This design comes from an exercise in tuning for small area, a short achievable clock period and few clock cycles on the open sky130 flow, not from production work. The RTL was checked by simulation tests, not by an equivalence proof against the original design. No activity file was given, so power comes from the tool's default toggle rates.

**design/flow/config.mk**
```make
export PLATFORM = sky130hd
export DESIGN_NAME = legv8Top
export DESIGN_NICKNAME = legv8Top
export VERILOG_FILES = /design/flow/design.v
export SDC_FILE = /design/flow/constraint.sdc
export NUM_CORES = 4
export LEC_CHECK = 0
export CAP_MARGIN = 20
export CELL_PAD_IN_SITES_GLOBAL_PLACEMENT = 1
export CORE_MARGIN = 2
export CORE_UTILIZATION = 30
export PLACE_DENSITY = 0.45
export SLEW_MARGIN = 20
export TNS_END_PERCENT = 5
```
**design/flow/constraint.sdc**
```tcl
create_clock -name core_clock -period 12.5 [get_ports {clk}]
set_input_delay 2.5000 -clock core_clock [delete_from_list [all_inputs] [get_ports {clk}]]
set_output_delay 2.5000 -clock core_clock [all_outputs]
set_load 0.01 [all_outputs]
```
**design/flow/design.v**
```verilog
package isaPkg;
	typedef enum logic [3:0] {
		OP_LDUR,
		OP_STUR,
		OP_ADD,
		OP_ADDI,
		OP_SUB,
		OP_AND,
		OP_ORR,
		OP_CBZ,
		OP_CBNZ,
		OP_B,
		OP_HALT,
		OP_ILLEGAL
	} opcodeT;
	typedef enum logic [2:0] {
		ALU_ADD   = 3'd0,
		ALU_SUB   = 3'd1,
		ALU_AND   = 3'd2,
		ALU_ORR   = 3'd3,
		ALU_PASSB = 3'd4
	} aluFuncT;
	typedef enum logic [1:0] {
		SRC_REG  = 2'b00,
		SRC_DIMM = 2'b01,  
		SRC_IIMM = 2'b10   
	} aluSrcT;
endpackage
package hostPkg;
	typedef enum logic [2:0] {
		IDLE,
		FETCH,
		DECODE,
		EXECUTE,
		MEMORY,
		WRITEBACK,
		HALTED,
		FAULT
	} seqStateT;
	typedef enum logic [1:0] {
		REG_CTRL,
		REG_STATUS,
		REGION_IMEM,
		REGION_DMEM
	} apbRegionT;
endpackage
`timescale 1ns/1ps
module legv8Top (
	input  logic                       clk,
	input  logic                       rst,
	input  logic                       pSel,
	input  logic                       pEnable,
	input  logic                       pWrite,
	input  logic [12-1:0] pAddr,
	input  logic [32-1:0]     pWdata,
	output logic [32-1:0]     pRdata,
	output logic                       pReady,
	output logic                       pSlvErr
);
	logic [31:0] imem [64];
	logic [31:0] dmem [64];
	logic [31:0] regs [31];  
	logic [30:0] zreg;       
	logic [63:0] dzero;      
	logic        running, halted, fault;
	logic [7:0]  pc;     
	logic [7:0]  pc1;    
	logic [31:0] ir;
	logic [4:0]  rb;     
	logic [31:0] prd;
	logic        errReg;
	logic        hwImem, hwDmem;
	logic [5:0]  hwAddr;
	logic        wValid, wLoad, wStore;
	logic [4:0]  wRd;
	logic [31:0] wData;  
	logic [15:0] wLo, wHiA, wHiB, wHi;
	logic        wC16;
	logic [1:0]  wHiOp;
	logic        wZero;  
	logic [63:0] wSel;   
	logic        w2Valid;
	logic [4:0]  w2Rd;
	logic [31:0] w2Data;
	logic        w2Zero;
	function automatic logic [63:0] onehot64(input logic [5:0] x);
		onehot64 = '0;
		onehot64[x] = 1'b1;
	endfunction
	function automatic logic [30:0] regSel(input logic [4:0] x);
		regSel = '0;
		if (x != 5'd31) regSel[x] = 1'b1;
	endfunction
	function automatic logic [63:0] sumSel(input logic [5:0] x, input logic [5:0] y,
			input logic cin);
		logic [5:0] h, g;
		logic [5:0] kb;
		logic m, c;
		h = x ^ y;
		g = x & y;
		for (int k = 0; k < 64; k++) begin
			kb = 6'(k);
			m = 1'b1;
			for (int i = 0; i < 6; i++) begin
				c = (i == 0) ? cin : (g[i - 1] | (h[i - 1] & !kb[i - 1]));
				m = m & ((h[i] ^ c) == kb[i]);
			end
			sumSel[k] = m;
		end
	endfunction
	logic aligned, isCtrlStatus, isMem, accessErr, hostWr, startNow, hostSetupWr;
	logic [63:0] hostSel, hwSel;
	assign aligned = pAddr[1:0] == 2'b00;
	assign isCtrlStatus = pAddr[11:10] == 2'b00 && pAddr[9:3] == '0 && aligned;
	assign isMem = (pAddr[11:10] == 2'b01 || pAddr[11:10] == 2'b10) && pAddr[9:8] == 2'b00
		&& aligned;
	assign accessErr = !(isCtrlStatus || isMem) || (running && isMem);
	assign hostWr = pSel && pEnable && pWrite && !accessErr;
	assign startNow = hostWr && pAddr[11:10] == 2'b00 && !pAddr[2] && pWdata[0] && !running;
	assign hostSetupWr = pSel && !pEnable && pWrite && !accessErr;
	assign hostSel = onehot64(pAddr[7:2]);
	assign hwSel = onehot64(hwAddr) & {64{pSel && pEnable}};
	always_ff @(posedge clk) begin
		if (rst) begin
			hwImem <= 1'b0;
			hwDmem <= 1'b0;
		end else begin
			hwImem <= hostSetupWr && pAddr[11:10] == 2'b01;
			hwDmem <= hostSetupWr && pAddr[11:10] == 2'b10;
		end
		hwAddr <= pAddr[7:2];
	end
	logic [10:0] op;
	logic isLdur, isStur, isAdd, isAddi, isSub, isAnd, isOrr, isCbz, isCbnz, isB, isHalt;
	logic illegal, regWe, usesRn, usesRb;
	assign op = ir[31:21];
	assign isLdur = op == 11'b11111000010;
	assign isStur = op == 11'b11111000000;
	assign isAdd = op == 11'b10001011000;
	assign isAddi = op[10:1] == 10'b1001000100;
	assign isSub = op == 11'b11001011000;
	assign isAnd = op == 11'b10001010000;
	assign isOrr = op == 11'b10101010000;
	assign isCbz = op[10:3] == 8'b10110100;
	assign isCbnz = op[10:3] == 8'b10110101;
	assign isB = op[10:5] == 6'b000101;
	assign isHalt = op == 11'b11111111111;
	assign illegal = !(isLdur || isStur || isAdd || isAddi || isSub || isAnd || isOrr
		|| isCbz || isCbnz || isB || isHalt);
	assign regWe = isLdur || isAdd || isAddi || isSub || isAnd || isOrr;
	assign usesRn = isLdur || isStur || isAdd || isAddi || isSub || isAnd || isOrr;
	assign usesRb = isStur || isAdd || isSub || isAnd || isOrr || isCbz || isCbnz;
	logic [4:0] rn, rd;
	logic aW, aW2, bW, bW2, tW, tW2, stall, tZero;
	logic [30:0] rnSel, rbSel;
	logic [31:0] a, b;
	assign rn = ir[9:5];
	assign rd = ir[4:0];
	assign aW = wValid && wRd == rn;
	assign bW = wValid && wRd == rb;
	assign tW = wValid && wRd == rd;
	assign aW2 = w2Valid && w2Rd == rn && !aW;
	assign bW2 = w2Valid && w2Rd == rb && !bW;
	assign tW2 = w2Valid && w2Rd == rd && !tW;
	assign stall = wLoad && ((usesRn && aW) || (usesRb && bW));
	assign rnSel = regSel(rn);
	assign rbSel = regSel(rb);
	logic [31:0] regA, regB;
	always_comb begin
		regA = '0;
		regB = '0;
		for (int i = 0; i < 31; i++) begin
			regA = regA | (regs[i] & {32{rnSel[i]}});
			regB = regB | (regs[i] & {32{rbSel[i]}});
		end
	end
	assign a = aW ? wData : aW2 ? w2Data : regA;
	assign b = bW ? wData : bW2 ? w2Data : regB;
	assign tZero = tW ? wZero : tW2 ? w2Zero : !(|(~zreg & regSel(rd)));
	logic [31:0] opB;
	logic [16:0] sumLo;
	logic [15:0] aluLo;
	logic [1:0] hiOp;
	logic c2;
	logic [63:0] memSel;
	assign opB = isAddi ? {20'd0, ir[21:10]} : isSub ? ~b : b;
	assign sumLo = {1'b0, a[15:0]} + {1'b0, opB[15:0]} + {16'd0, isSub};
	always_comb begin
		if (isAnd) aluLo = a[15:0] & b[15:0];
		else if (isOrr) aluLo = a[15:0] | b[15:0];
		else if (isStur) aluLo = b[15:0];  
		else aluLo = sumLo[15:0];
	end
	assign hiOp = isAnd ? 2'd1 : isOrr ? 2'd2 : isStur ? 2'd3 : 2'd0;
	always_comb begin
		case (wHiOp)
			2'd1: wHi = wHiA & wHiB;
			2'd2: wHi = wHiA | wHiB;
			2'd3: wHi = wHiB;
			default: wHi = wHiA + wHiB + {15'd0, wC16};
		endcase
	end
	assign wData = {wHi, wLo};
	logic aluZero;
	always_comb begin
		if (isAnd) aluZero = (a & b) == '0;
		else if (isOrr) aluZero = (a | b) == '0;
		else aluZero = &((a ^ opB) ~^ {a[30:0] | opB[30:0], isSub});
	end
	assign c2 = (a[1] & ir[13]) | ((a[1] ^ ir[13]) & a[0] & ir[12]);
	assign memSel = sumSel(a[7:2], ir[19:14], c2);
	logic [63:0] dSel, dWsel;
	logic [31:0] dRd;
	logic exec;
	assign exec = running && !stall;
	assign dSel = running ? wSel : hostSel;
	always_comb begin
		dRd = '0;
		for (int i = 0; i < 64; i++) dRd = dRd | (dmem[i] & {32{dSel[i]}});
	end
	assign dWsel = running ? wSel & {64{wStore}} : hwSel & {64{hwDmem}};
	logic [31:0] dWdata;
	logic dWzero, dRzero;
	assign dWdata = running ? wData : pWdata;
	assign dWzero = running ? wZero : pWdata == '0;
	for (genvar i = 0; i < 64; i++) begin : gDmem
		always_ff @(posedge clk) begin
			if (dWsel[i]) begin
				dmem[i] <= dWdata;
				dzero[i] <= dWzero;
			end
		end
	end
	assign dRzero = |(dzero & wSel);
	always_ff @(posedge clk) begin
		if (rst) begin
			wValid <= 1'b0;
			wLoad <= 1'b0;
			wStore <= 1'b0;
			w2Valid <= 1'b0;
		end else begin
			wValid <= exec && regWe && rd != 5'd31;
			wLoad <= exec && isLdur && rd != 5'd31;
			wStore <= exec && isStur;
			w2Valid <= wValid;
		end
		wRd <= rd;
		wLo <= aluLo;
		wHiA <= a[31:16];
		wHiB <= opB[31:16];
		wC16 <= sumLo[16];
		wHiOp <= hiOp;
		wZero <= isStur ? b == '0 : aluZero;
		wSel <= memSel;
		w2Rd <= wRd;
		w2Data <= wLoad ? dRd : wData;
		w2Zero <= wLoad ? dRzero : wZero;
	end
	for (genvar i = 0; i < 31; i++) begin : gRegs
		always_ff @(posedge clk) begin
			if (w2Valid && w2Rd == 5'(i)) begin
				regs[i] <= w2Data;
				zreg[i] <= w2Zero;
			end
		end
	end
	logic taken, takenB, takenC;
	logic [7:0] targetB, targetC, nextPc;
	logic [63:0] selA, iSel;
	logic [31:0] iRd;
	assign takenB = isB;
	assign takenC = (isCbz && tZero) || (isCbnz && !tZero);
	assign taken = takenB || takenC;
	assign targetB = pc + ir[7:0];
	assign targetC = pc + ir[12:5];
	assign nextPc = takenB ? targetB : takenC ? targetC : pc1;
	assign selA = running ? onehot64(pc1[5:0]) : hostSel;
	assign iSel = !running ? selA : takenB ? sumSel(pc[5:0], ir[5:0], 1'b0)
		: takenC ? sumSel(pc[5:0], ir[10:5], 1'b0) : selA;
	always_comb begin
		iRd = '0;
		for (int i = 0; i < 64; i++) iRd = iRd | (imem[i] & {32{iSel[i]}});
	end
	for (genvar i = 0; i < 64; i++) begin : gImem
		always_ff @(posedge clk) begin
			if (hwImem && hwSel[i]) begin
				imem[i] <= pWdata;
			end
		end
	end
	always_ff @(posedge clk) begin
		if (!stall) begin
			ir <= iRd;
			rb <= iRd[28] ? iRd[4:0] : iRd[20:16];
		end
	end
	always_ff @(posedge clk) begin
		if (rst) begin
			running <= 1'b0;
			halted <= 1'b0;
			fault <= 1'b0;
			pc <= '0;
			pc1 <= 8'd1;
		end else if (running) begin
			if (isHalt) begin
				running <= 1'b0;
				halted <= 1'b1;
			end else if (illegal) begin
				running <= 1'b0;
				fault <= 1'b1;
			end else if (!stall) begin
				pc <= nextPc;
				pc1 <= nextPc + 8'd1;
			end
		end else if (startNow) begin
			running <= 1'b1;
			halted <= 1'b0;
			fault <= 1'b0;
			pc <= '0;
			pc1 <= 8'd1;
		end
	end
	logic [31:0] status;
	assign status = {16'd0, pc, 5'd0, fault || (running && illegal),
		halted || (running && isHalt), running && !isHalt && !illegal};
	always_ff @(posedge clk) begin
		errReg <= accessErr;
		if (pAddr[11:10] == 2'b01) prd <= iRd;
		else if (pAddr[11:10] == 2'b10) prd <= dRd;
		else if (pAddr[11:10] == 2'b00 && pAddr[2]) prd <= status;
		else prd <= '0;
	end
	assign pRdata = prd;
	assign pReady = 1'b1;
	assign pSlvErr = errReg;
endmodule
```
**design/flow/flow/run.sh**
```bash
#!/bin/bash
# Layout: the standard flow (standard.sh) with a larger setup margin for the
# timing repair steps, so that repair aims at a shorter period than the 12.5 ns
# clock. Everything else, including the SDC, is the standard flow's.
set -euo pipefail
MARGIN=$(cat flow/margin.txt)
sed -E "s/\"\\\$\\{@:-finish\\}\"/SETUP_SLACK_MARGIN=${MARGIN} \"\${@:-finish}\"/" standard.sh > std_margin.sh
grep -q "SETUP_SLACK_MARGIN=${MARGIN}" std_margin.sh
bash std_margin.sh > make_flow.log 2>&1
```
**design/flow/flow/margin.txt**
```
7
```
**design/flow/standard.sh**
```bash
#!/bin/bash
# synth_recipe.tcl (not shown) runs the flow's synth.tcl, then flattens the netlist and writes it again
# the make line also repeats each setting of config.mk as NAME=value (left out here)
make -C /OpenROAD-flow-scripts/flow DESIGN_CONFIG=/design/flow/config.mk WORK_HOME=/design/flow/orfs CLKGATE_MAP_FILE= SYNTH_SCRIPT=/design/flow/synth_recipe.tcl "${@:-finish}"
```
==> impl_metrics.py, run 1 <==
metrics = {
    "floorplan": {
        "dieWidth_um": 847.8,
        "io_pins": 83,
        "dieArea_um2": 718800,
        "start_util_pct": 30.14,
        "die_h_um": 847.8,
        "rows": 309,
        "core_area_um2": 708700,
    },
    "setup_path": {
        "worstReg2RegEnd": "prd[22]",
        "r2r-start": "ir[1]",
        "cp.arrival_ns": 7.42,
        "r2r_setup_slack_ns": 5.96,
        "critPathKind": "primary input to flop",
        "reg2regPathDepth": 22,
        "worstPathRequired_ns": 13.35,
        "cp_max_fo": 14,
        "end_kind": "flop",
        "cp-start-kind": "primary input",
    },
    "pwr": {
        "seq_power_share_pct": 39.9,
        "ir_worst_vdd_mv": 0.2340,
        "switching_share_pct": 33.31,
        "power.leakage_nw": 83.82,
        "intPower_mw": 35.52,
        "total_power_mw": 53.26,
        "p_clk_share_pct": 34.2,
        "power_density_nw_per_um2": 202.7,
        "combPwrFrac_pct": 25.9,
        "switchingPower_mw": 17.74,
    },
    "synthesis": {
        "synth.top_cell.area_share_pct": 73.38,
        "syn_nets": 13650,
        "yosys_warnings": 4,
        "synth-seq-cells": 5443,
        "synth_area_leaders": "edfxtp_1 (73%), a22oi_1 (4.5%), dfxtp_1 (2.1%)",
        "ys_seq_area_share_pct": 75.47,
        "postSynthCellCount": 13450,
        "synth_cell_types": 104,
        "async_flop_share_pct": 0,
        "synth_top_cell_by_area": "edfxtp_1",
        "synth.avg_cell_area_um2": 15.88,
        "synthFlopType": "edfxtp_1",
        "synth_edf_count": 5220,
        "synth.cell_area_um2": 213600,
    },
    "placed_design": {
        "gp_congestion": 0.9332,
        "place_hpwl_um": 746200,
        "port_buffers": 81,
    },
    "final_layout": {
        "areaGrowthSynthToFinish_pct": 22.98,
        "drive_above_1_share_pct": 21.02,
        "n_fill_cell": 66140,
        "layout.nets": 14850,
        "layout_commonest_cell": "edfxtp_1",
        "final_cell_mix": "edfxtp_1 (5220), a22oi_1 (1258), buf_4 (994), nand2_1 (857), clkbuf_16 (641)",
    },
    "run_status": {
        "outcome": "timing/DRC/antenna clean",
    },
    "sta": {
        "min_period_over_period_pct": 52.62,
        "drv_slew": 0,
        "hold_violations": 0,
        "post-route-min-period_ns": 6.578,
        "rsz0062_at_grt": "yes",
        "max-slew-margin-rel_pct": 13.96,
        "max_freq_ghz": 0.1520,
        "tns_ns": 0,
        "finalSetupViolations": 0,
        "worst_clock_skew_ns": 0.1179,
        "worstMarginPinSlew_ns": 1.288,
    },
    "route": {
        "drc": 0,
        "ant_nets": 0,
        "avgViaCountPerCell": 6.377,
        "drt_first_iter_violations": 30150,
        "drtPass1Iterations": 9,
        "wire_per_inst_um": 49.67,
        "routed_wl_um": 1226000,
        "routed-via-count": 157400,
    },
    "global_route": {
        "grtUsageTotal_pct": 32.80,
        "gr-total-overflow": 0,
        "grt_pass1_vias": 148500,
        "grt_pass1_wl_um": 1555000,
        "grt_max_degree": 67,
        "antenna_found_initial": 140,
    },
    "worst_hold_path": {
        "min_from": "wRd[4]",
        "worstHoldPathCells": 0,
        "holdPathEnd": "w2Rd[4]",
        "hold_class": "flop to flop",
    },
    "clock_tree": {
        "root_buffer": "clkbuf_16",
        "cts.sinks": 5443,
        "cts_tree": "yes",
        "cts_hold_repair.buffers": 0,
        "clk_latency_ns": 1.19,
        "clockBufferDepth": 4,
        "ctsHtreeMaxLevel": 6,
        "clk_pin_slew_worst_paths_ns": 0.06,
        "numCtsBuffers": 621,
    },
    "flow_run": {
        "drv_cap": 0,
    },
}
-- cell usage after synthesis (all sizes together), types with 36 or more instances --
master / count
a22oi: 1270
xnor2: 114
and2: 48
nor4: 148
ha: 139
a21oi: 235
edfxtp: 5220
clkbuf: 649
mux2i: 44
dfxtp: 223
nor2: 500
nor3: 130
a2111oi: 36
or4: 44
a32oi: 50
nand3: 326
o211ai: 51
inv: 199
a22o: 463
a221o: 48
and3: 86
a222oi: 435
a221oi: 431
or3: 57
nand4: 432
xor2: 63
buf: 136
or2: 41
nand2: 905
a31oi: 48
o21ai: 222
mux2: 76
a211oi: 37
o22ai: 49
-- cell type report --
cell class	instances	area, µm²	area share, %
Antenna cell	50	125.1	0.04763
Sequential cell	5443	161200	61.37
Multi-Input combinational cell	7026	55600	21.16
Inverter	201	777.0	0.2958
Clock buffer	795	16570	6.306
Clock inverter	330	3266	1.243
Timing Repair Buffer	1351	13280	5.053
Tap cell	9485	11870	4.517
-- how the worst max path moves through the flow --
stage                   from  cells past startpoint  endpoint
floorplan           pAddr[5]                     16     rb[3]
global placement    pAddr[3]                     17     rb[1]
detailed placement  pAddr[3]                     17     rb[1]
CTS                    rb[1]                     30   wLo[13]
global route           rb[1]                     29   wLo[13]
finish              pAddr[2]                     16     rb[2]
-- registers in the layout (all words and copies together) (netlist names), 2 cells and up --
| name | cells |
|---|---|
| hwAddr | 6 |
| ir | 32 |
| dzero | 64 |
| rb | 5 |
| pc1 | 8 |
| dmem | 2048 |
| wRd | 5 |
| zreg | 31 |
| wHiA | 16 |
| w2Data | 32 |
| wHiOp | 2 |
| pc | 8 |
| wSel | 64 |
| imem | 2048 |
| wHiB | 16 |
| wLo | 16 |
| prd | 32 |
| regs | 992 |
| w2Rd | 5 |
-- repair_timing --
action                     4_1_cts  5_1_grt
pin swaps                      214      147
setup endpoints to repair      205      178
setup buffers                  321       97
cloned                          26        7
resized for setup              843      213
-- kinds of logic (layout without fill, tap and decap cells) --
logic type	Yosys count	count (layout)	share of synthesized area, %
xor+xnor	177	177	0.7257
mux	135	135	0.7650
flops	5443	5443	75.47
fa+ha+maj	167	167	1.011
other cells	1	51	0.001755
compound gates	3692	3693	13.69
buf+inv	986	2677	1.760
simple gates	2851	2853	6.575
-- routing by layer --
layer	global-route usage [%]	vias up	part of all wire (%)
li1	-	58640	-
met1	42.98	84420	39
met2	51.43	11940	45
met3	7.129	2361	10
met4	16.60	34	6.3
met5	0	-	0.020
-- through the flow --
stage,hold WS (ns),cells,utilization (%),cell area (µm²),worst slack [ns]
CTS,0.4146,24530,36.77,260600,6.068
global route,0.4364,24640,37.06,262600,6.031
finish,0.4229,24680,37.07,262700,5.922
detailed placement,0.4206,23050,32.94,233400,2.506
global placement,0.4155,23040,32.89,233100,2.461
floorplan,0.3952,13450,-,214500,6.288
-- critical path: stages --
cell	delay [ns]
buf_4	0.16
inv_2	0.12
ha_4	0.20
nor3b_4	0.21
buf_4	0.16
xor2_4	0.28
nor3_4	0.18
a21oi_2	0.36
nand3b_1	0.21
a31oi_4	0.15
a211o_4	0.60
nand2_1	0.15
nand4_1	0.50
or4_1	0.68
or4_4	0.60
mux2_2	0.30
-- power groups by stage --
| stage | Combinational, mW | Sequential, mW | Clock [mW] |
|---|---|---|---|
| floorplan | 5.32 | 21.6 | 0 |
| global placement | 11.2 | 21.6 | 0 |
| detailed placement | 11.3 | 21.6 | 0 |
| CTS | 12.6 | 21.2 | 18.3 |
| global route | 14.1 | 21.3 | 19.0 |
| finish | 13.8 | 21.3 | 18.2 |
Testbench counts, summed over its fixed seeds: cycles 54,794.
==> inputs of run 2 (changes only) <==
--- a/design/flow/config.mk
+++ b/design/flow/config.mk
@@ -11,2 +11,5 @@
 export CORE_UTILIZATION = 30
+export CTS_BUF_LIST = sky130_fd_sc_hd__clkbuf_8
+export CTS_CLUSTER_DIAMETER = 40
+export CTS_CLUSTER_SIZE = 12
 export PLACE_DENSITY = 0.45
==> run 2 against run 1 <==
Net effect:
- critical path depth up 6
- count of clock-buffer cells in the layout up 109
- critical endpoint is now wZero
- largest power group unchanged
- maximum frequency down 0.37%
- register-to-register slack worse by 0.06 ns
- combinational power about the same
- highest routed layer unchanged
- sequential share of layout area down 0.11 points
- via count up 1.2%
- setup slack worse by 0.025 ns
- clock power about the same
- sequential cell count unchanged
- die area unchanged
==> impl_metrics.py, run 2 <==
metrics = {
    "run_status": {
        "outcome": "timing/DRC/antenna clean",
    },
    "route": {
        "wl_met2_um": 554800,
        "drc": 0,
        "top_layer_used": "met5",
        "met1_length_um": 470000,
        "drtPass1Iterations": 9,
        "drt_first_iter_violations": 30350,
        "routed-via-count": 159200,
        "route.met3.wl_um": 128200,
        "ant_nets": 0,
        "avgViaCountPerCell": 6.318,
        "routed_wl_um": 1228000,
        "wire_per_inst_um": 48.73,
    },
    "placed_design": {
        "port_buffers": 81,
        "place_hpwl_um": 746200,
        "post-place-ws_ns": 2.506,
        "dp.cells": 23050,
        "gp_congestion": 0.9332,
        "dpl_cell_area_um2": 233400,
    },
    "global_route": {
        "grt_pass1_wl_um": 1557000,
        "grt_max_degree": 67,
        "grtUsageTotal_pct": 32.78,
        "grt_pass1_vias": 150400,
        "gr-total-overflow": 0,
        "antenna_found_initial": 148,
    },
    "final_layout": {
        "instances_no_fill": 25200,
        "layout_commonest_cell": "edfxtp_1",
        "layout.nets": 15080,
        "final_cell_mix": "edfxtp_1 (5220), a22oi_1 (1259), buf_4 (948), clkbuf_8 (905), nand2_1 (862)",
        "largest_registers": "dmem (2048), imem (2048), regs (992)",
        "areaGrowthSynthToFinish_pct": 23.20,
        "final_area_um2": 263200,
        "drive_above_1_share_pct": 24.31,
    },
    "sta": {
        "drv_slew": 0,
        "worst_clock_skew_ns": 0.1878,
        "max-slew-margin-rel_pct": 12.64,
        "tns_ns": 0,
        "worstMarginPinSlew_ns": 1.308,
        "fin_ws_ns": 5.898,
        "min_period_over_period_pct": 52.82,
        "finalSetupViolations": 0,
        "max_freq_ghz": 0.1515,
        "post-route-min-period_ns": 6.602,
        "rsz0062_at_grt": "yes",
        "hold_violations": 0,
    },
    "setup_path": {
        "worstPathRequired_ns": 13.69,
        "cp.arrival_ns": 7.79,
        "r2r_setup_slack_ns": 5.90,
        "cp_max_fo": 10,
        "cp-start-kind": "flop",
        "end_kind": "flop",
        "critPathKind": "flop to flop",
        "reg2regPathDepth": 22,
    },
    "flow_run": {
        "drv_cap": 0,
    },
    "floorplan": {
        "rows": 309,
        "dieWidth_um": 847.8,
        "die_h_um": 847.8,
        "dieArea_um2": 718800,
        "io_pins": 83,
        "core_area_um2": 708700,
        "start_util_pct": 30.14,
    },
    "clock_tree": {
        "cts.sinks": 5443,
        "cts_hold_repair.buffers": 0,
        "clk_pin_slew_worst_paths_ns": 0.06,
        "clk_latency_ns": 1.52,
        "clockBufferDepth": 4,
        "cts_tree": "yes",
        "ctsHtreeMaxLevel": 6,
        "numCtsBuffers": 892,
        "root_buffer": "clkbuf_8",
    },
    "synthesis": {
        "synthFlopType": "edfxtp_1",
        "postSynthCellCount": 13450,
        "syn_nets": 13650,
        "synth.top_cell.area_share_pct": 73.38,
        "synth.avg_cell_area_um2": 15.88,
        "synth_top_cell_by_area": "edfxtp_1",
        "synth_cell_types": 104,
        "synth_edf_count": 5220,
        "ys_seq_area_share_pct": 75.47,
        "synth_area_leaders": "edfxtp_1 (73%), a22oi_1 (4.5%), dfxtp_1 (2.1%)",
        "async_flop_share_pct": 0,
        "synth.cell_area_um2": 213600,
        "yosys_warnings": 4,
        "synth_common_cells": "edfxtp_1 (5220), a22oi_1 (1270), nand2_1 (905)",
        "yosysMostFrequentCell": "edfxtp_1",
        "synth-seq-cells": 5443,
    },
    "pwr": {
        "power_density_nw_per_um2": 202.1,
        "power.leakage_nw": 84.27,
        "total_power_mw": 53.18,
        "intPower_mw": 34.64,
        "combPwrFrac_pct": 25.9,
        "p_clk_share_pct": 34.2,
        "switchingPower_mw": 18.54,
        "seq_power_share_pct": 39.9,
        "ir_worst_vdd_mv": 0.2311,
        "switching_share_pct": 34.86,
    },
    "worst_hold_path": {
        "worstHoldPathCells": 0,
        "hold_class": "flop to flop",
    },
}
## run 2: cell types whose count changed in the layout (fill, tap and decap cells not counted), moves of 30 or more
cell / before / now
buf_4: 994 / 948
bufinv_16: 42 / 112
clkbuf_1: 148 / 0
clkbuf_16: 641 / 8
clkbuf_8: 16 / 905
clkinv_1: 134 / 100
clkinv_4: 8 / 91
clkinvlp_4: 10 / 137
inv_1: 186 / 257
inv_6: 20 / 109
inv_8: 0 / 30
## run 2: routing by layer
| metal | up-vias | global-route usage (%) |
|---|---|---|
| li1 | 59320 | - |
| met1 | 84970 | 43.09 |
| met2 | 12320 | 51.66 |
| met3 | 2556 | 6.905 |
| met4 | 50 | 16.06 |
| met5 | - | 0 |
## run 2: critical path, stage by stage, from the launching register on
cell       delay, ns
edfxtp_1        0.38
buf_6           0.16
buf_12          0.15
or4_4           0.60
nand2_8         0.10
buf_16          0.16
clkbuf_16       0.21
nor4_4          0.07
buf_4           0.17
buf_4           0.15
clkbuf_16       0.22
a22o_1          0.20
a221oi_1        0.49
and3_1          0.28
a31oi_1         0.25
a21oi_2         0.49
nand4_1         0.23
nor4_4          0.53
buf_4           0.19
and4_1          0.20
and4b_1         0.24
or4b_4          0.48
o2111ai_4       0.41
## run 2: stage by stage
| step | util [%] | hold slack [ns] |
|---|---|---|
| 4_1_cts | 36.84 | 0.4290 |
| 6_report | 37.14 | 0.4326 |
| 3_5_place_dp | 32.94 | 0.4206 |
| 5_1_grt | 37.12 | 0.4383 |
| 2_1_floorplan | - | 0.3952 |
| 3_3_place_gp | 32.89 | 0.4155 |
## run 2: layout make-up
class                      instances  area [µm²]
tap                             9485       11870
inverter                         201       777.0
clock buffer                     904       12440
sequential                      5443      161200
antenna                           54       135.1
multi-input combinational       7026       55540
timing repair buffer            1316       13080
clock inverter                   769        8113
fill                           66420      445500
## run 2: power groups by stage
stage | Clock (mW) | Combinational (mW) | Sequential [mW]
finish | 18.2 | 13.8 | 21.2
global route | 19.0 | 14.0 | 21.2
CTS | 18.3 | 12.6 | 21.2
detailed placement | 0 | 11.3 | 21.6
global placement | 0 | 11.2 | 21.6
floorplan | 0 | 5.32 | 21.6
## run 2: final timing paths
| check | start | end |
|---|---|---|
| hold reg to reg | wRd[0] | w2Rd[0] |
| hold / removal | wRd[0] | w2Rd[0] |
| setup reg to reg | rb[1] | wZero |
| setup / recovery | rb[1] | wZero |
## run 2: logic make-up (layout without fill, tap and decap cells)
kind of cell / Yosys count / in the layout / synth area share (%)
compound gates: 3692 / 3693 / 13.69
xor+xnor: 177 / 177 / 0.7257
fa+ha+maj: 167 / 167 / 1.011
buf+inv: 986 / 3190 / 1.760
flops: 5443 / 5443 / 75.47
mux: 135 / 135 / 0.7650
other cells: 1 / 55 / 0.001755
simple gates: 2851 / 2853 / 6.575
## run 2: repair_timing
item,4_1_cts,5_1_grt
hold endpoints to repair,0,0
resized for setup,822,206
setup endpoints to repair,216,186
cloned,23,8
pin swaps,193,138
setup buffers,294,90
==> inputs of run 3 (changes only) <==
--- a/design/flow/config.mk
+++ b/design/flow/config.mk
@@ -12,4 +12,4 @@
 export CTS_BUF_LIST = sky130_fd_sc_hd__clkbuf_8
-export CTS_CLUSTER_DIAMETER = 40
-export CTS_CLUSTER_SIZE = 12
+export CTS_CLUSTER_DIAMETER = 50
+export CTS_CLUSTER_SIZE = 18
 export PLACE_DENSITY = 0.45
==> run 3 against run 2 <==
Net effect:
- utilization is 0.92 points lower
- die area stayed put
- clock skew is 0.063 ns lower
- via count is 1.5% lower
- synthesized cell count stayed put
- critical path depth is 4 lower
- combinational power hardly changed
- critical path type unchanged
==> impl_metrics.py, run 3 <==
metrics = {
    "run_status": {
        "outcome": "timing/DRC/antenna clean",
    },
    "flow_run": {
        "drv_cap": 0,
    },
    "setup_path": {
        "cp_cell_sequence": "or4_4, and2_4, buf_4, buf_4, mux2i_2, o2111ai_4, a21oi_4, buf_4, nand4_4, and4_4, buf_4, and2_1, a22oi_1, nand4_1, a2111oi_4, nand4_1, or4_4, mux2_4",
        "cp.buffers_inverters": 4,
        "critPathKind": "flop to flop",
        "cp.arrival_ns": 7.77,
        "cpLargestDelayFamily": "simple AND/OR/NAND/NOR gates",
        "cp-start-kind": "flop",
        "end_kind": "flop",
        "worstPathRequired_ns": 13.59,
        "cp_max_fo": 9,
        "crit_path_top_delay_cell": "a2111oi_4",
        "cpPeakStageDelay_ns": 0.78,
        "critPathMostFrequentCell": "buf_4",
    },
    "sta": {
        "tns_ns": 0,
        "max-slew-margin-rel_pct": 5.179,
        "rsz0062_at_grt": "yes",
        "min_period_over_period_pct": 53.44,
        "drv_slew": 0,
        "hold_violations": 0,
        "worstMarginPinSlew_ns": 1.417,
        "worst_clock_skew_ns": 0.1253,
        "finalSetupViolations": 0,
        "max_freq_ghz": 0.1497,
        "post-route-min-period_ns": 6.680,
        "whs_ns": 0.4167,
    },
    "pwr": {
        "ir_worst_vdd_mv": 0.2468,
        "power.leakage_nw": 81.17,
        "intPower_mw": 31.75,
        "combPwrFrac_pct": 27.8,
        "power_density_nw_per_um2": 192.7,
        "seq_power_share_pct": 42.9,
        "switchingPower_mw": 17.71,
        "p_clk_share_pct": 29.3,
        "switching_share_pct": 35.81,
    },
    "final_layout": {
        "final_area_um2": 256700,
        "layout_commonest_cell": "edfxtp_1",
        "drive_above_1_share_pct": 22.46,
        "final_cell_mix": "edfxtp_1 (5220), a22oi_1 (1263), buf_4 (980), nand2_1 (855), clkbuf_8 (625)",
        "layout.nets": 14810,
        "areaGrowthSynthToFinish_pct": 20.16,
        "n_fill_cell": 66740,
        "multi_input_area_um2": 55550,
        "instances_no_fill": 24670,
        "largest_registers": "dmem (2048), imem (2048), regs (992)",
        "seqCellArea_um2": 161200,
    },
    "synthesis": {
        "postSynthCellCount": 13450,
        "syn_nets": 13650,
        "ys_seq_area_share_pct": 75.47,
        "synth_cell_types": 104,
        "synth.top_cell.area_share_pct": 73.38,
        "synth_top_cell_by_area": "edfxtp_1",
        "synth_common_cells": "edfxtp_1 (5220), a22oi_1 (1270), nand2_1 (905)",
        "async_flop_share_pct": 0,
        "yosys_warnings": 4,
        "synth.cell_area_um2": 213600,
        "synth-seq-cells": 5443,
        "synthFlopType": "edfxtp_1",
        "synth_edf_count": 5220,
        "yosysMostFrequentCell": "edfxtp_1",
        "synth.avg_cell_area_um2": 15.88,
        "synth_area_leaders": "edfxtp_1 (73%), a22oi_1 (4.5%), dfxtp_1 (2.1%)",
    },
    "clock_tree": {
        "clk_latency_ns": 1.43,
        "cts_tree": "yes",
        "cts_hold_repair.buffers": 0,
        "numCtsBuffers": 615,
        "root_buffer": "clkbuf_8",
        "cts.sinks": 5443,
        "ctsHtreeMaxLevel": 6,
        "clk_pin_slew_worst_paths_ns": 0.09,
        "clockBufferDepth": 4,
    },
    "floorplan": {
        "start_util_pct": 30.14,
        "dieArea_um2": 718800,
        "core_area_um2": 708700,
        "io_pins": 83,
        "dieWidth_um": 847.8,
        "rows": 309,
        "die_h_um": 847.8,
    },
    "route": {
        "drc": 0,
        "ant_nets": 0,
        "routed_wl_um": 1219000,
        "drt_first_iter_violations": 30030,
        "wire_per_inst_um": 49.42,
        "avgViaCountPerCell": 6.355,
        "drtPass1Iterations": 9,
        "routed-via-count": 156800,
    },
    "global_route": {
        "antenna_found_initial": 136,
        "gr-total-overflow": 0,
        "grt_pass1_vias": 147600,
        "grt_max_degree": 67,
        "grtUsageTotal_pct": 32.48,
        "grt_pass1_wl_um": 1542000,
    },
    "worst_hold_path": {
        "hold_class": "flop to flop",
    },
    "placed_design": {
        "dp.cells": 23050,
        "dpl_cell_area_um2": 233400,
        "port_buffers": 81,
        "gp_congestion": 0.9332,
        "place_hpwl_um": 746200,
    },
}
## run 3: cell counts after synthesis
No cell type changed its count.
## run 3: per-stage QoR
| step | util, % | power (mW) | setup WS (ns) |
|---|---|---|---|
| floorplan | - | 26.87 | 6.288 |
| global placement | 32.89 | 32.86 | 2.461 |
| detailed placement | 32.94 | 32.89 | 2.506 |
| CTS | 35.74 | 48.21 | 6.016 |
| global route | 36.20 | 50.49 | 5.954 |
| finish | 36.22 | 49.46 | 5.820 |
## run 3: kinds of logic after synthesis
group | after synthesis | synth area share (%)
AOI/OAI and AO/OA | 3692 | 13.69
xor gates and xnor gates | 177 | 0.7257
adders and majority gates | 167 | 1.011
buffers and inverters | 986 | 1.760
DFF | 5443 | 75.47
muxes | 135 | 0.7650
other | 1 | 0.001755
and+or+nand+nor | 2851 | 6.575
## run 3: final timing paths
kind                              from       to  slack, ns  depth (start not counted)
worst min-delay path            wRd[3]  w2Rd[3]       0.42                          0
worst max register to register   ir[2]    rb[3]       5.82                         18
worst max-delay path             ir[2]    rb[3]       5.82                         18
worst min register to register  wRd[3]  w2Rd[3]       0.42                          0
## run 3: what timing repair did
action	CTS	global route
setup buffers	219	174
gates cloned	15	10
pin swaps	152	177
gates resized for setup	657	350
hold endpoints to repair	0	0
setup endpoints to repair	206	180
## run 3: power groups by stage
stage | sequential (mW) | combinational (mW) | clock [mW]
after floorplan | 21.6 | 5.32 | 0
after global placement | 21.6 | 11.2 | 0
after detailed placement | 21.6 | 11.3 | 0
after CTS | 21.2 | 12.4 | 14.6
after global routing | 21.2 | 14.0 | 15.2
final | 21.2 | 13.7 | 14.5
## run 3: area by class of cell
cell class                 count  area share [%]
timing repair buffer        1317           4.922
antenna                       52         0.05070
tap                         9485           4.624
clock buffer                 625           3.351
multi-input combinational   7027           21.64
inverter                     201          0.3022
clock inverter               523           2.293
sequential                  5443           62.81
## run 3: per-layer routing
layer / GRT usage, % / vias to the layer above / part of all wire [%]
li1: - / 58510 / -
met1: 42.59 / 84050 / 39
met2: 50.96 / 11770 / 45
met3: 7.031 / 2450 / 10
met4: 16.35 / 24 / 6.4
met5: 0 / - / 0.013
==> inputs of run 4 (changes only) <==
--- a/design/flow/config.mk
+++ b/design/flow/config.mk
@@ -10,3 +10,3 @@
 export CORE_MARGIN = 2
-export CORE_UTILIZATION = 30
+export CORE_UTILIZATION = 26
 export CTS_BUF_LIST = sky130_fd_sc_hd__clkbuf_8
@@ -14,3 +14,3 @@
 export CTS_CLUSTER_SIZE = 18
-export PLACE_DENSITY = 0.45
+export PLACE_DENSITY = 0.4
 export SLEW_MARGIN = 20
==> run 4 against run 3 <==
Net effect:
- still clean on timing, DRC and antenna
- total power is 2.0% higher
- combinational power about the same
- maximum frequency increased by 0.13%
- global-route usage is 2.5 points lower
- wire length increased by 6.5%
- count of clock-buffer cells in the layout is 75 higher
- design area is 1.2% higher
- synthesized area is the same
- sequential cell count unchanged
- sequential share of layout area decreased by 0.74 points
- final cell count increased by 6.4%
- largest cell class unchanged
- largest power group unchanged
==> impl_metrics.py, run 4 <==
metrics = {
    "placed_design": {
        "dpl_cell_area_um2": 235400,
        "place_hpwl_um": 801600,
        "gp_congestion": 0.9271,
        "port_buffers": 81,
    },
    "final_layout": {
        "n_fill_cell": 79670,
        "layout.nets": 14930,
        "drive_above_1_share_pct": 22.73,
        "layout_commonest_cell": "edfxtp_1",
        "final_cell_mix": "edfxtp_1 (5220), a22oi_1 (1260), buf_4 (1037), nand2_1 (867), clkbuf_8 (702)",
        "areaGrowthSynthToFinish_pct": 21.59,
        "largest_registers": "dmem (2048), imem (2048), regs (992)",
        "final_area_um2": 259700,
    },
    "clock_tree": {
        "clk_latency_ns": 1.47,
        "ctsHtreeMaxLevel": 6,
        "cts_tree": "yes",
        "clockBufferDepth": 4,
        "numCtsBuffers": 684,
        "root_buffer": "clkbuf_8",
        "cts.sinks": 5443,
        "clk_pin_slew_worst_paths_ns": 0.09,
    },
    "global_route": {
        "grt_max_degree": 110,
        "grtUsageTotal_pct": 30.02,
        "grt_pass1_wl_um": 1631000,
        "antenna_found_initial": 173,
        "gr-total-overflow": 0,
        "grt_pass1_vias": 148700,
    },
    "run_status": {
        "outcome": "timing/DRC/antenna clean",
    },
    "route": {
        "drt_first_iter_violations": 29030,
        "drc": 0,
        "routed_wl_um": 1299000,
        "avgViaCountPerCell": 6.017,
        "drtPass1Iterations": 9,
        "wire_per_inst_um": 49.50,
        "ant_nets": 0,
        "routed-via-count": 157900,
    },
    "floorplan": {
        "dieWidth_um": 910.4,
        "start_util_pct": 26.12,
        "io_pins": 83,
        "die_h_um": 910.4,
        "rows": 332,
        "dieArea_um2": 828900,
        "core_area_um2": 817900,
    },
    "sta": {
        "worst_clock_skew_ns": 0.1737,
        "drv_slew": 0,
        "hold_violations": 0,
        "post-route-min-period_ns": 6.671,
        "max_freq_ghz": 0.1499,
        "tns_ns": 0,
        "min_period_over_period_pct": 53.37,
        "worstMarginPinSlew_ns": 1.277,
        "max-slew-margin-rel_pct": 13.78,
        "rsz0062_at_grt": "yes",
        "finalSetupViolations": 0,
    },
    "setup_path": {
        "critPathKind": "flop to flop",
        "cp.arrival_ns": 7.80,
        "r2r-start": "ir[1]",
        "end_kind": "flop",
        "cp_max_fo": 16,
        "worstPathRequired_ns": 13.63,
        "critPathLaunch": "ir[1]",
        "cp-start-kind": "flop",
    },
    "worst_hold_path": {
        "hold_class": "flop to flop",
        "min_from": "wRd[3]",
    },
    "pwr": {
        "power_density_nw_per_um2": 194.2,
        "power.leakage_nw": 81.92,
        "ir_worst_vdd_mv": 0.1794,
    },
    "synthesis": {
        "ys_seq_area_share_pct": 75.47,
        "synthFlopType": "edfxtp_1",
        "synth-seq-cells": 5443,
        "synth.cell_area_um2": 213600,
        "postSynthCellCount": 13450,
        "synth_area_leaders": "edfxtp_1 (73%), a22oi_1 (4.5%), dfxtp_1 (2.1%)",
        "synth.avg_cell_area_um2": 15.88,
        "synth_cell_types": 104,
        "synth_top_cell_by_area": "edfxtp_1",
        "yosysMostFrequentCell": "edfxtp_1",
        "synth_edf_count": 5220,
        "syn_nets": 13650,
        "yosys_warnings": 4,
        "synth_common_cells": "edfxtp_1 (5220), a22oi_1 (1270), nand2_1 (905)",
        "async_flop_share_pct": 0,
        "synth.top_cell.area_share_pct": 73.38,
    },
    "flow_run": {
        "drv_cap": 0,
    },
}
run 4: cell counts after synthesis:
Identical to the previous run, type by type.
run 4: power by group:
part           internal (mW)  switching, mW
sequential              20.7          0.515
clock                   7.09           8.19
combinational           4.38           9.54
total                   32.2           18.2
run 4: final timing paths:
| path | endpoint | cells past startpoint | slack, ns |
|---|---|---|---|
| setup / recovery | rb[2] | 22 | 5.83 |
| hold / removal | w2Rd[3] | 0 | 0.43 |
| setup reg to reg | rb[2] | 22 | 5.83 |
| hold reg to reg | w2Rd[3] | 0 | 0.43 |
run 4: final cells by class:
cell class	instances	area [µm²]	share of cell area, %
well taps	10860	13580	5.229
repair buffers	1373	13190	5.078
inverters	201	787.0	0.3030
flip-flops and latches	5443	161200	62.07
clock buffers	700	9634	3.709
clock inverters	573	6060	2.333
diodes	74	185.2	0.07130
multi-input cells	7025	55070	21.20
run 4: critical path, cell delays in order (launching register included):
cell and delay, ns:
edfxtp_1 0.42, buf_12 0.17, clkinvlp_4 0.10, ha_4 0.17
xor2_2 0.15, buf_6 0.18, mux2_4 0.32, o221a_4 0.25
o2111ai_4 0.33, a21oi_4 0.14, and4_4 0.27, buf_12 0.16
nor3_4 0.18, buf_12 0.18, buf_4 0.13, o22ai_1 0.15
o21a_1 0.42, or2_1 0.31, buf_6 0.25, a222oi_1 0.39
nand4_1 0.58, or4_4 0.75, mux2_4 0.29
run 4: through the flow:
stage / hold slack, ns / setup WS (ns) / utilization, % / power [mW] / instances
CTS: 0.4357 / 5.764 / 31.37 / 49.23 / 25980
floorplan: 0.3952 / 6.288 / - / 26.87 / 13450
global route: 0.4616 / 5.838 / 31.74 / 51.52 / 26190
global placement: 0.4156 / 2.310 / 28.74 / 33.31 / 24450
finish: 0.4327 / 5.829 / 31.76 / 50.45 / 26240
detailed placement: 0.4139 / 2.574 / 28.78 / 33.34 / 24460
run 4: logic make-up after synthesis:
logic type               Yosys count  synth area share [%]
AO/OA/AOI/OAI                   3692                 13.69
XOR/XNOR                         177                0.7257
adder cells (fa/ha/maj)          167                 1.011
buffers and inverters            986                 1.760
flip-flops                      5443                 75.47
multiplexers                     135                0.7650
other                              1              0.001755
AND/OR/NAND/NOR                 2851                 6.575
run 4: repair_timing:
item                                    4_1_cts  5_1_grt
gates resized for setup                     651      305
pin swaps                                   146      131
cloned                                       14       11
hold buffers                                  0        0
buffers inserted                            238      177
endpoints found under the setup margin      225      191
run 4: routing by layer:
metal | part of all wire (%) | GRT usage (%) | vias to the layer above
met1 | 40 | 40.21 | 85450
li1 | - | - | 58880
met5 | 0.027 | 0 | -
met3 | 9.0 | 5.380 | 2358
met2 | 45 | 47.52 | 11190
met4 | 5.7 | 13.69 | 45
==> inputs of run 5 (changes only) <==
--- a/design/flow/config.mk
+++ b/design/flow/config.mk
@@ -10,7 +10,4 @@
 export CORE_MARGIN = 2
-export CORE_UTILIZATION = 26
-export CTS_BUF_LIST = sky130_fd_sc_hd__clkbuf_8
-export CTS_CLUSTER_DIAMETER = 50
-export CTS_CLUSTER_SIZE = 18
-export PLACE_DENSITY = 0.4
+export CORE_UTILIZATION = 36
+export PLACE_DENSITY = 0.5
 export SLEW_MARGIN = 20
==> run 5 against run 4 <==
Net effect:
- still clean
- critical path depth grew 1
- clock power up 15%
- global-route usage is 8.6 points higher
- hold slack got worse by 0.0020 ns
- combinational power hardly changed
- largest cell class unchanged
- largest power group unchanged
==> impl_metrics.py, run 5 <==
metrics = {
    "floorplan": {
        "start_util_pct": 36.19,
        "core_area_um2": 590300,
        "rows": 282,
        "dieArea_um2": 599600,
        "die_h_um": 774.3,
        "dieWidth_um": 774.3,
        "io_pins": 83,
    },
    "final_layout": {
        "layout_commonest_cell": "edfxtp_1",
        "final_cell_mix": "edfxtp_1 (5220), a22oi_1 (1253), buf_4 (1086), nand2_1 (854), clkbuf_16 (630)",
        "post-route-util_pct": 44.45,
        "areaGrowthSynthToFinish_pct": 22.83,
        "instances_no_fill": 23140,
        "layout.nets": 15000,
        "drive_above_1_share_pct": 22.23,
        "largest_registers": "dmem (2048), imem (2048), regs (992)",
    },
    "synthesis": {
        "synth.top_cell.area_share_pct": 73.38,
        "synth_top_cell_by_area": "edfxtp_1",
        "synth-compound-area-share_pct": 13.69,
        "yosys.area_share.simple_pct": 6.575,
        "synth_cell_types": 104,
        "synth_top_family_by_area": "compound AO/OA/AOI/OAI gates",
        "synth_area_leaders": "edfxtp_1 (73%), a22oi_1 (4.5%), dfxtp_1 (2.1%)",
        "synthXorXnorAreaFrac_pct": 0.7257,
        "async_flop_share_pct": 0,
        "synthFlopType": "edfxtp_1",
        "synthMuxAreaShare_pct": 0.7650,
        "yosys_warnings": 4,
        "synth-seq-cells": 5443,
        "synth.avg_cell_area_um2": 15.88,
        "synthAdderAreaFrac_pct": 1.011,
        "postSynthCellCount": 13450,
        "ys_seq_area_share_pct": 75.47,
        "synth_common_cells": "edfxtp_1 (5220), a22oi_1 (1270), nand2_1 (905)",
        "yosysMostFrequentCell": "edfxtp_1",
        "syn_nets": 13650,
        "synth.cell_area_um2": 213600,
        "synth_edf_count": 5220,
    },
    "clock_tree": {
        "root_buffer": "clkbuf_16",
        "cts.sinks": 5443,
        "numCtsBuffers": 603,
        "cts_hold_repair.buffers": 0,
        "cts_tree": "yes",
        "clk_pin_slew_worst_paths_ns": 0.06,
        "ctsHtreeMaxLevel": 6,
        "clk_latency_ns": 1.13,
        "clockBufferDepth": 4,
    },
    "setup_path": {
        "cpPeakStageDelay_ns": 0.61,
        "critPathMostFrequentCell": "buf_12",
        "end_kind": "flop",
        "critPathLaunch": "rb[1]",
        "worstPathRequired_ns": 13.43,
        "crit_path_top_delay_cell": "a311oi_1",
        "cp-start-kind": "flop",
        "worstReg2RegEnd": "wZero",
        "r2r-start": "rb[1]",
        "cp_cell_sequence": "buf_6, buf_12, or4_4, and2_4, buf_12, nor4_4, buf_4, buf_12, buf_4, a22oi_1, nand3_1, a221oi_1, a311oi_1, a21oi_2, nor2_1, a21oi_1, o21a_1, ha_1, xor2_2, nand4_1, nor4_2, nand4_1, o2111ai_4",
        "r2r_setup_slack_ns": 5.76,
        "reg2regPathDepth": 23,
        "cp_max_fo": 9,
        "cp.arrival_ns": 7.66,
        "critPathKind": "flop to flop",
    },
    "sta": {
        "drv_slew": 0,
        "post-route-min-period_ns": 6.739,
        "hold_violations": 0,
        "tns_ns": 0,
        "worstMarginPinSlew_ns": 1.334,
        "min_period_over_period_pct": 53.91,
        "worst_clock_skew_ns": 0.1141,
        "rsz0062_at_grt": "yes",
        "max_freq_ghz": 0.1484,
        "max-slew-margin-rel_pct": 10.74,
        "finalSetupViolations": 0,
        "whs_ns": 0.4307,
    },
    "global_route": {
        "grt_pass1_wl_um": 1531000,
        "grt_pass1_vias": 148700,
        "grt_max_degree": 67,
        "grtUsageTotal_pct": 38.64,
        "gr-total-overflow": 0,
        "antenna_found_initial": 151,
    },
    "worst_hold_path": {
        "hold_class": "flop to flop",
        "min_from": "wRd[1]",
        "holdPathEnd": "w2Rd[1]",
        "worstHoldPathCells": 0,
    },
    "pwr": {
        "power_density_nw_per_um2": 201.9,
        "total_power_mw": 52.98,
        "power.leakage_nw": 84.66,
        "ir_worst_vdd_mv": 0.2317,
    },
    "placed_design": {
        "gp_congestion": 0.9399,
        "place_hpwl_um": 733300,
        "port_buffers": 81,
        "dp.cells": 21370,
    },
    "route": {
        "avgViaCountPerCell": 6.954,
        "drc": 0,
        "routed_wl_um": 1206000,
        "routed-via-count": 160900,
        "ant_nets": 0,
        "drt_first_iter_violations": 31280,
        "wire_per_inst_um": 52.13,
        "drtPass1Iterations": 9,
    },
    "flow_run": {
        "drv_cap": 0,
    },
    "run_status": {
        "outcome": "timing/DRC/antenna clean",
    },
}
## run 5: report_power, final
group	switching, mW	internal, mW	total, mW
Sequential	0.506	20.8	21.3
Clock	7.72	9.91	17.6
Combinational	9.52	4.55	14.1
## run 5: cell families after synthesis
logic type	count (synthesis)
flip-flops	5443
other	1
multiplexers	135
AO/OA/AOI/OAI	3692
AND/OR/NAND/NOR	2851
XOR/XNOR	177
buffers and inverters	986
adder cells (fa/ha/maj)	167
## run 5: worst max-delay path by stage
stage              end  slack [ns]  cells after the start
4_1_cts        wLo[15]        5.81                     29
5_1_grt        wLo[13]        5.91                     33
6_report         wZero        5.76                     23
3_5_place_dp   prd[26]        2.69                     16
3_3_place_gp     ir[7]        1.98                     17
2_1_floorplan    rb[3]        6.29                     16
## run 5: timing repair
item / 4_1_cts / 5_1_grt
pin swaps: 232 / 176
buffers inserted: 412 / 178
gates cloned: 25 / 13
endpoints found under the setup margin: 435 / 515
gates resized for setup: 937 / 381
## run 5: through the flow
step,worst slack (ns),area (µm²)
4_1_cts,5.807,258600
3_5_place_dp,2.686,231100
3_3_place_gp,1.985,230800
6_report,5.761,262400
5_1_grt,5.908,262300
2_1_floorplan,6.288,214500
## run 5: per-layer routing
layer,share of wire (%),GRT usage (%),vias to the layer above,routed length [µm]
li1,-,-,58960,-
met5,0.024,0,-,289
met1,37,51.29,85240,451100
met4,7.2,22.35,44,86920
met3,12,8.950,2940,141300
met2,44,58.29,13700,526700
## run 5: layout make-up
cell class              instances  area, µm²
repair buffers               1518      15100
inverters                     201      813.3
clock buffers                 777      16040
multi-input cells            7027      56170
clock inverters               309       3128
well taps                    7810       9772
diodes                         53      132.6
fillers                     51820     327900
flip-flops and latches       5443     161200
## run 5: worst max-delay path, delay by kind of cell (launching register included)
family	cells	cell delay, ns
compound gates	7	1.74
xor+xnor	1	0.31
fa+ha+maj	1	0.47
buf+inv	6	1.05
flops	1	0.47
simple gates	8	2.40

[afterwards: timing with drivers on the ports]
The results above use ideal ports. As a check the final layouts listed here were re-extracted and re-timed, cells and wires unchanged.
Step 1 sets driving cells, clkbuf_16 on the clock port and buf_2 on the other inputs (assumed; they add their load-dependent delay and slew).
Step 2 times the ports against the registers' clock, not the clock port: input delays grow and output delays shrink by t, the midpoint of the rising clock arrivals with the driver on.
Three values: ideal ports, drivers, drivers and shift; two values: the first two.
run | shift t [ns] | setup slack, ns | worst setup path after step 2
run 1 | 1.265 | 5.922 / 5.960 / 4.738 | input to register
run 2 | 1.561 | 5.898 / 5.898 / 4.532 | input to register
run 3 | 1.490 | 5.820 / 5.820 / 4.574 | input to register
run 4 | 1.524 | 5.829 / 5.829 / 4.346 | input to register
run 5 | 1.213 | 5.761 / 5.761 / 4.682 | input to register
After both steps setup and hold are still met in every run listed. For run 4, which loses most, drivers alone change the setup slack by 0.000 ns; drivers and shift together by -1.483 ns.
